From an optimization exercise on the open Yosys and OpenROAD flow, aimed at small area and a short achievable clock period; shortcuts taken in it are not production practice.
The RTL was checked by simulation tests, not by an equivalence proof against the original design.
Power figures rest on the tool's default switching activity, not on a simulated workload.

## decode_top
module decode_top (
  input  logic                  clk,
  input  logic                  reset,
  input  logic                  fe_valid,
  input  logic [31:0]           fe_inst,
  input  logic [32-1:0]     fe_pc,
  input  logic                  br_flush,
  input  logic [32-1:0]     wb_value,
  output logic                  fe_stall,
  output logic                  de_valid,
  output decode_pkg::op_t       de_op,
  output logic [32-1:0]     de_pc,
  output logic [32-1:0]     de_rs1_val,
  output logic [32-1:0]     de_rs2_val,
  output logic [32-1:0]     de_imm,
  output logic [5-1:0] de_rd,
  output logic                  de_wr_reg,
  output logic                  de_is_branch
);
For scale: about 3,100 cells after synthesis, roughly 1,100 flip-flops, about 240 I/O pins.
export LEC_CHECK = 0
export ABC_CLOCK_PERIOD_IN_PS = 4500
export CAP_MARGIN = 20
export CORE_MARGIN = 2
export CORE_UTILIZATION = 50
export CTS_CLUSTER_DIAMETER = 100
export CTS_CLUSTER_SIZE = 20
export SETUP_SLACK_MARGIN = 1.9
export SLEW_MARGIN = 20
export SYNTH_HIERARCHICAL = 1
create_clock -name core_clock -period 5.5 [get_ports {clk}]
standard.sh (not shown) runs the stock make flow with config.mk's settings and CLKGATE_MAP_FILE= SYNTH_SCRIPT=/design/flow/synth_recipe.tcl, a recipe that flattens the netlist after the stock synthesis.
==> flow/flow/run.sh <==
#!/bin/bash
# The standard layout (standard.sh) with these changes:
#  - synthesis is flow/my_synth.tcl: synth_recipe.tcl with the register file
#    mapped by ABC for area (see my_synth.tcl);
#  - ports are buffered with buf_2 cells instead of the resizer's default
#    (a delay cell), which is smaller and faster;
#  - clock tree synthesis inserts no dummy loads.
# make's full output goes to flow_make.log in this folder; ORFS's per-step
# logs stay under orfs/logs.
set -euo pipefail
export FLOW_WORK=$PWD
export BUFFER_PORTS_ARGS="-buffer_cell sky130_fd_sc_hd__buf_2"
export CTS_ARGS="-sink_clustering_enable -repair_clock_nets -dont_use_dummy_load -sink_clustering_size 20 -sink_clustering_max_diameter 100"
sed "s#SYNTH_SCRIPT=[^ ]*#SYNTH_SCRIPT=$PWD/flow/my_synth.tcl#" standard.sh > my_standard.sh
bash my_standard.sh > flow_make.log 2>&1
==> flow/flow/abc_rf.script <==
&get -n
&st
&syn2
&dch
&nf -R 1000
&put
==> flow/flow/my_synth.tcl <==
# The standard synthesis (synth_recipe.tcl, unchanged) with one change:
# the register file module is technology-mapped by ABC with an area-oriented
# script (flow/abc_rf.script) before the rest of the design is mapped with
# ORFS's usual script. Registers are mapped before ABC runs, so they are the
# same as in the standard synthesis.
proc abc {args} {
  set i [lsearch -exact $args -script]
  set rf_args [lreplace $args [expr {$i + 1}] [expr {$i + 1}] $::env(FLOW_WORK)/flow/abc_rf.script]
  yosys abc {*}$rf_args reg_file
  yosys abc {*}$args
}
source $::env(FLOW_WORK)/synth_recipe.tcl
Change:
--- a/flow/flow/run.sh
+++ b/flow/flow/run.sh
@@ -3,3 +3,4 @@
 #  - synthesis is flow/my_synth.tcl: synth_recipe.tcl with the register file
-#    mapped by ABC for area (see my_synth.tcl);
+#    mapped by ABC for area and the hazard unit for
+#    delay (see my_synth.tcl);
 #  - ports are buffered with buf_2 cells instead of the resizer's default
==> flow/flow/abc_hz.script (new file) <==
strash
dch
map -D 500
buffer -p
upsize -D 500
dnsize -D 500
==> flow/flow/my_synth.tcl (replaced) <==
# The standard synthesis (synth_recipe.tcl, unchanged) with one change:
# ABC maps two modules with scripts of their own before it maps the rest of
# the design with ORFS's usual script: the register file with an
# area-oriented script (flow/abc_rf.script) and the hazard unit, which holds
# the input-to-output fe_stall path, with a delay-oriented one
# (flow/abc_hz.script). Registers are mapped before ABC runs, so they are the
# same as in the standard synthesis.
proc abc {args} {
  set i [lsearch -exact $args -script]
  set rf_args [lreplace $args [expr {$i + 1}] [expr {$i + 1}] $::env(FLOW_WORK)/flow/abc_rf.script]
  set hz_args [lreplace $args [expr {$i + 1}] [expr {$i + 1}] $::env(FLOW_WORK)/flow/abc_hz.script]
  yosys abc {*}$rf_args reg_file
  yosys abc {*}$hz_args hazard_unit
  yosys abc {*}$args
}
source $::env(FLOW_WORK)/synth_recipe.tcl
PLACE_DENSITY = 0.75   (was unset)
SETUP_SLACK_MARGIN = 2.2   (was 1.9)
=>
- via count is about the same
- wire length falls by 9.1%
- power falls by 0.65%
- clock skew rises by 0.0076 ns
- combinational power falls by about 3%
- hold slack got worse by 0.059 ns
- area after synthesis is about the same
- first-iteration DRC count rises by 4.6%
- critical path depth rises by 4
Change:
PLACE_DENSITY = 0.8   (was 0.75)
Utilization goes up by 0.36 points. Die area does not change. Global-route usage goes up by 0.27 points. Total power goes up by 0.48%. Clock-buffer cell count goes up by 1. Clock skew goes up by 0.021 ns.

separate check: timing with driven ports:
Ports are ideal in the flow. The routed layouts listed here were re-timed in OpenROAD.
Step 1, drivers: a clkbuf_16 drives clk and a buf_2 each remaining input, both assumed.
Step 2 times the ports against the registers' clock, not the clock port: input delays grow and output delays shrink by t, the midpoint of the rising clock arrivals with the driver on.
Slacks: ideal ports / drivers / drivers and shift; pairs: ideal ports / drivers.
run	t, ns	slack for setup (ns)	clock arrival spread, ns
the first run	0.700	1.835 / 1.721 / 1.169	0.050 / 0.051
the second run	0.714	2.197 / 2.174 / 1.520	0.066 / 0.066
the third run	0.710	2.115 / 2.121 / 1.412	0.099 / 0.099
After both steps setup and hold are still met in every run listed. The setup slack of the third run, which loses most, moves by +0.006 ns with the drivers and by -0.703 ns with both steps.
